Context: an optimization exercise on an open-source flow, tuned for small area. The choices shown serve that exercise and are no tape-out recipe. At most, simulation tests tie the RTL to the original design; equivalence was not proved. No activity file was given, so power comes from the tool's default toggle rates.

Design psum_write_back, start of the top module:
module psum_write_back #(
   parameter int DATA_W   = 25,
   parameter int DEPTH    = 8,
   parameter int ADDR_W   = 3,
   parameter int NUM_ROWS = 5
) (
   input  logic                         clk,
   input  logic                         rst_n,
   input  logic                         start_init,
   input  logic                         p_valid_data,
   input  logic                         p_filter_end,
   input  logic [NUM_ROWS*4*DATA_W-1:0] pe_data,
   output logic [DATA_W-1:0]            out_port0,
   output logic [DATA_W-1:0]            out_port1,
   output logic                         port0_valid,
   output logic                         port1_valid,
   output logic                         start_conv
);
Size: about 2000 cells after synthesis, ~1000 flip-flops, about 0.044 mm2 of cells after synthesis.
export LEC_CHECK = 0
export CAP_MARGIN = 20
export CORE_MARGIN = 2
export CORE_UTILIZATION = 45
export SLEW_MARGIN = 20
export SYNTH_HIERARCHICAL = 1
export SYNTH_MINIMUM_KEEP_SIZE = 0
create_clock -name core_clock -period 7.5 [get_ports {clk}]
run.sh (not shown) runs the stock make flow with config.mk's settings and CLKGATE_MAP_FILE= SYNTH_SCRIPT=/design/flow/synth_recipe.tcl, a recipe that flattens the netlist after the stock synthesis.
Then changed:
==> flow/flow/run.sh (new file) <==
#!/bin/bash
# Standard ORFS layout (the standard.sh, unchanged synthesis) with two changes:
#  - ports are buffered with the smallest buffer, sky130_fd_sc_hd__buf_1;
#  - CTS uses small clock buffers in small clusters and no dummy loads.
set -euo pipefail
bash standard.sh \
  "BUFFER_PORTS_ARGS=-buffer_cell sky130_fd_sc_hd__buf_1" \
  "CTS_ARGS=-sink_clustering_enable -repair_clock_nets -buf_list sky130_fd_sc_hd__clkbuf_4 -dont_use_dummy_load -sink_clustering_size 12 -sink_clustering_max_diameter 40" \
  finish > flow_make.log 2>&1
==> flow/standard.sh (new file) <==
#!/bin/bash
# synth_recipe.tcl (not shown) runs the flow's synth.tcl, then flattens the netlist and writes it again
# the make line also repeats each setting of config.mk as NAME=value (left out here)
make -C /OpenROAD-flow-scripts/flow DESIGN_CONFIG=/design/flow/config.mk WORK_HOME=/design/flow/orfs CLKGATE_MAP_FILE= SYNTH_SCRIPT=/design/flow/synth_recipe.tcl "${@:-finish}"
removed: flow/run.sh
Via count climbs by 0.66%.
Synthesized area stays the same.
Die area stays the same.

* * *

psum_write_back, a different RTL version from the one above (not shown whole).
Size in the first run: about 1000 flip-flops, roughly 560 I/O pins, ~44000 µm² of cells after synthesis.
Settings: LEC_CHECK=0, CAP_MARGIN=20, CORE_MARGIN=2, CORE_UTILIZATION=45, SLEW_MARGIN=20, SYNTH_HIERARCHICAL=1, SYNTH_MINIMUM_KEEP_SIZE=0; clock period 7.5 ns.
standard.sh (not shown) runs the stock make flow with config.mk's settings and CLKGATE_MAP_FILE= SYNTH_SCRIPT=/design/flow/synth_recipe.tcl, a recipe that flattens the netlist after the stock synthesis.
==> flow/flow/run.sh <==
#!/bin/bash
# Standard ORFS layout (the standard.sh, unchanged synthesis) with two changes:
#  - ports are buffered with the smallest buffer, sky130_fd_sc_hd__buf_1;
#  - CTS uses small clock buffers in small clusters and no dummy loads.
set -euo pipefail
bash standard.sh \
  "BUFFER_PORTS_ARGS=-buffer_cell sky130_fd_sc_hd__buf_1" \
  "CTS_ARGS=-sink_clustering_enable -repair_clock_nets -buf_list sky130_fd_sc_hd__clkbuf_4 -dont_use_dummy_load -sink_clustering_size 11 -sink_clustering_max_diameter 40" \
  finish > flow_make.log 2>&1
The baseline completed with no timing, DRC or antenna violations.
Then changed:
--- a/flow/flow/run.sh
+++ b/flow/flow/run.sh
@@ -7,3 +7,3 @@
   "BUFFER_PORTS_ARGS=-buffer_cell sky130_fd_sc_hd__buf_1" \
-  "CTS_ARGS=-sink_clustering_enable -repair_clock_nets -buf_list sky130_fd_sc_hd__clkbuf_4 -dont_use_dummy_load -sink_clustering_size 11 -sink_clustering_max_diameter 40" \
+  "CTS_ARGS=-sink_clustering_enable -repair_clock_nets -buf_list sky130_fd_sc_hd__clkbuf_4 -dont_use_dummy_load -sink_clustering_size 12 -sink_clustering_max_diameter 40" \
   finish > flow_make.log 2>&1
- CORE_UTILIZATION: 45 -> 70
Effect: Global-route usage goes up by 8.1 points. Core utilization goes up by 27 points. Total power goes down by 2.9%. Final cell count goes down by 12%. Worst setup slack gets worse by 0.25 ns. Clock skew goes up by 0.045 ns. Worst hold slack gets better by 0.0031 ns. Wire length goes down by 4.0%. Sequential power barely changes. Via count goes down by 0.74%.
Then changed:
--- a/flow/flow/run.sh
+++ b/flow/flow/run.sh
@@ -7,3 +7,3 @@
   "BUFFER_PORTS_ARGS=-buffer_cell sky130_fd_sc_hd__buf_1" \
-  "CTS_ARGS=-sink_clustering_enable -repair_clock_nets -buf_list sky130_fd_sc_hd__clkbuf_4 -dont_use_dummy_load -sink_clustering_size 12 -sink_clustering_max_diameter 40" \
+  "CTS_ARGS=-sink_clustering_enable -repair_clock_nets -buf_list sky130_fd_sc_hd__clkbuf_4 -dont_use_dummy_load -sink_clustering_size 11 -sink_clustering_max_diameter 40" \
   finish > flow_make.log 2>&1
- CORE_UTILIZATION: 70 -> 65
Critical path depth stays the same.
Sequential share of layout area falls by 0.18 points.
Via count stays flat.
Worst setup slack is better by 0.10 ns.
Synthesized cell count stays the same.
Die area rises by 7.6%.

* * *

## job 412
The RTL this note starts from:
==> flow/design.v <==
module psum_write_back #(
   parameter int DATA_W   = 25,
   parameter int DEPTH    = 8,
   parameter int ADDR_W   = 3,
   parameter int NUM_ROWS = 5
) (
   input  logic                         clk,
   input  logic                         rst_n,
   input  logic                         start_init,
   input  logic                         p_valid_data,
   input  logic                         p_filter_end,
   input  logic [NUM_ROWS*4*DATA_W-1:0] pe_data,
   output logic [DATA_W-1:0]            out_port0,
   output logic [DATA_W-1:0]            out_port1,
   output logic                         port0_valid,
   output logic                         port1_valid,
   output logic                         start_conv
);
   localparam logic [2:0] S_IDLE = 3'd0, S_INIT = 3'd1, S_ACCUM = 3'd2, S_DRAIN = 3'd3, S_DONE = 3'd4;
   localparam int NB = 3;                        
   logic [2:0]        r_state;
   logic [2:0]        r_cnt;                     
   logic [1:0]        r_phase;
   logic [DATA_W-1:0] r_buf [NUM_ROWS][DEPTH];   
   logic [NB-1:0]     r_bc  [NUM_ROWS];          
   logic run, st_init, st_accum, st_drain, st_done, beat, cnt_last, ph_last, shift;
   logic [DATA_W-1:0] w_acc [NUM_ROWS];
   logic [NB-1:0]     w_acc_bc [NUM_ROWS];
   logic [DATA_W-1:0] w_tail [NUM_ROWS];
   logic [NB-1:0]     w_tail_bc [NUM_ROWS];
   logic [DATA_W-1:0] w_fix [NUM_ROWS];
   assign run      = !rst_n && !start_init;
   assign st_init  = (r_state == S_INIT);
   assign st_accum = (r_state == S_ACCUM);
   assign st_drain = (r_state == S_DRAIN);
   assign st_done  = (r_state == S_DONE);
   assign beat     = st_accum && p_valid_data;
   assign cnt_last = (r_cnt == 3'd7);
   assign ph_last  = (r_phase == 2'd2);
   assign shift    = run && (st_init || st_drain || beat);
   always_ff @(posedge clk) begin
      if (rst_n) begin
         r_state <= S_IDLE;
         r_cnt   <= '0;
         r_phase <= '0;
      end else if (start_init) begin
         r_state <= S_INIT;
         r_cnt   <= '0;
         r_phase <= '0;
      end else begin
         if (st_init || st_drain || beat) r_cnt <= r_cnt + 3'd1;
         if (st_drain && cnt_last) r_phase <= ph_last ? 2'd0 : r_phase + 2'd1;
         case (r_state)
            S_INIT:  if (cnt_last) r_state <= S_DONE;
            S_DONE:  r_state <= S_ACCUM;
            S_ACCUM: if (beat && p_filter_end && cnt_last) r_state <= S_DRAIN;
            S_DRAIN: if (cnt_last && ph_last) r_state <= S_DONE;
            default: r_state <= r_state;
         endcase
      end
   end
   for (genvar r = 0; r < NUM_ROWS; r++) begin : g_row
      psum_add5 #(.W(DATA_W)) u_add (
         .a(pe_data[(r*4+0)*DATA_W +: DATA_W]), .b(pe_data[(r*4+1)*DATA_W +: DATA_W]),
         .c(pe_data[(r*4+2)*DATA_W +: DATA_W]), .d(pe_data[(r*4+3)*DATA_W +: DATA_W]),
         .e(r_buf[r][0]), .y(w_acc[r]), .bc(w_acc_bc[r]));
      psum_fix #(.W(DATA_W)) u_fix (.x(r_buf[r][DEPTH-1]), .bc(r_bc[r]), .y(w_fix[r]));
   end
   always_comb begin
      for (int r = 0; r < NUM_ROWS; r++) begin
         w_tail_bc[r] = beat ? w_acc_bc[r] : '0;
         if (beat)
            w_tail[r] = w_acc[r];
         else if (st_drain && r + 2 < NUM_ROWS)
            w_tail[r] = r_buf[r+2][0];
         else
            w_tail[r] = '0;
      end
   end
   always_ff @(posedge clk) begin
      if (shift) begin
         for (int r = 0; r < NUM_ROWS; r++) begin
            for (int i = 0; i < DEPTH - 2; i++) r_buf[r][i] <= r_buf[r][i+1];
            r_buf[r][DEPTH-2] <= w_fix[r];
            r_buf[r][DEPTH-1] <= w_tail[r];
            r_bc[r]           <= w_tail_bc[r];
         end
      end
   end
   always_ff @(posedge clk) begin
      port0_valid <= run && st_drain;
      port1_valid <= run && st_drain && !ph_last;
      start_conv  <= run && st_done;
      out_port0   <= (run && st_drain) ? r_buf[0][0] : '0;
      out_port1   <= (run && st_drain) ? r_buf[1][0] : '0;
   end
endmodule
module psum_add5 #(parameter int W = 25) (
   input  logic [W-1:0] a, b, c, d, e,
   output logic [W-1:0] y,
   output logic [2:0]   bc
);
   logic [W-1:0] s1, c1, s2, c2, s3, c3;
   logic [W:0]   k;
   psum_csa #(.W(W)) u1 (.a(a),  .b(b),  .c(c), .s(s1), .cy(c1));
   psum_csa #(.W(W)) u2 (.a(s1), .b(c1), .c(d), .s(s2), .cy(c2));
   psum_csa #(.W(W)) u3 (.a(s2), .b(c2), .c(e), .s(s3), .cy(c3));
   always_comb begin
      k[0] = 1'b0;
      for (int i = 0; i < W; i++) begin
         y[i]   = s3[i] ^ c3[i] ^ k[i];
         k[i+1] = (s3[i] & c3[i]) | (s3[i] & k[i]) | (c3[i] & k[i]);
         if (i + 1 == 7 || i + 1 == 13 || i + 1 == 19) k[i+1] = 1'b0;
      end
   end
   assign bc = {(s3[18] & c3[18]) | (s3[18] & k[18]) | (c3[18] & k[18]),
                (s3[12] & c3[12]) | (s3[12] & k[12]) | (c3[12] & k[12]),
                (s3[6]  & c3[6])  | (s3[6]  & k[6])  | (c3[6]  & k[6])};
endmodule
module psum_fix #(parameter int W = 25) (
   input  logic [W-1:0] x,
   input  logic [2:0]   bc,
   output logic [W-1:0] y
);
   logic [W:0] k;
   always_comb begin
      k = '0;
      for (int i = 0; i < W; i++) begin
         if (i == 7 || i == 13 || i == 19) begin
            y[i]   = x[i] ^ k[i] ^ bc[(i - 7) / 6];
            k[i+1] = (x[i] & k[i]) | (x[i] & bc[(i - 7) / 6]) | (k[i] & bc[(i - 7) / 6]);
         end else begin
            y[i]   = x[i] ^ k[i];
            k[i+1] = x[i] & k[i];
         end
      end
   end
endmodule
module psum_csa #(parameter int W = 25) (
   input  logic [W-1:0] a, b, c,
   output logic [W-1:0] s, cy
);
   logic [W-1:0] m;
   assign s  = a ^ b ^ c;
   assign m  = (a & b) | (a & c) | (b & c);
   assign cy = {m[W-2:0], 1'b0};
endmodule
Settings: LEC_CHECK=0, CAP_MARGIN=20, CORE_MARGIN=2, CORE_UTILIZATION=45, CTS_BUF_LIST=sky130_fd_sc_hd__clkbuf_4, SLEW_MARGIN=20, SYNTH_HIERARCHICAL=1, SYNTH_MINIMUM_KEEP_SIZE=0; clock period 7.5 ns.
run.sh (not shown) runs the stock make flow with config.mk's settings and CLKGATE_MAP_FILE= SYNTH_SCRIPT=/design/flow/synth_recipe.tcl, a recipe that flattens the netlist after the stock synthesis.
Stock flow here: none of the scripts above is used.
Inputs modified between job 412 and job 299:
- CTS_BUF_LIST: sky130_fd_sc_hd__clkbuf_4 -> sky130_fd_sc_hd__clkbuf_8
- CTS_CLUSTER_SIZE: unset -> 30
--- outcome ---
Number of buffers created by CTS delta for job 299 relative to job 412: about 40% lower
The run showing the smaller total internal power is job 299.
Row first-iteration DRC count: job 299 higher / job 412 lower
After detailed routing, job 412 needs more wire than job 299.
Delta (job 299 minus job 412): share of cells above drive strength 1 down 7.4 points; first-pass GRT wire length lost 2.0 mm; total design power went down; core utilization now sits lower; final critical-path required period now larger.
No run of this note included a check of the RTL's function; only the layout flow was run.

[afterwards: timing with drivers on the ports]
The flow's constraints put no driver on any port. The routed layouts listed below were extracted and timed again, unchanged, in two steps. Step 1: set_driving_cell puts a clkbuf_16 on clk and a buf_2 on each other input, an assumption about the parent block. Step 2 times the ports against the registers' clock, not the clock port: input delays grow and output delays shrink by t, the midpoint of the rising clock arrivals with the driver on. a / b / c = no drivers / after step 1 / after step 2; a / b = the first two.
run | t (ns) | setup WS [ns] | worst setup path at the end
the first run of note 1 | 0.715 | 1.012 / 1.052 / 0.337 | input to register
the second run of note 1 | 1.020 | 1.680 / 1.719 / 0.699 | input to register
the first run of note 2 | 1.020 | 1.486 / 1.530 / 0.509 | input to register
the second run of note 2 | 0.896 | 1.240 / 1.278 / 0.382 | input to register
the third run of note 2 | 0.918 | 1.342 / 1.376 / 0.458 | input to register
job 412 | 1.120 | 2.216 / 2.255 / 1.135 | input to register
job 299 | 0.873 | 1.963 / 2.000 / 1.127 | input to register
After both steps setup and hold are still met in every run listed. The setup slack of job 412, which loses most, moves by +0.039 ns with the drivers and by -1.081 ns with both steps.
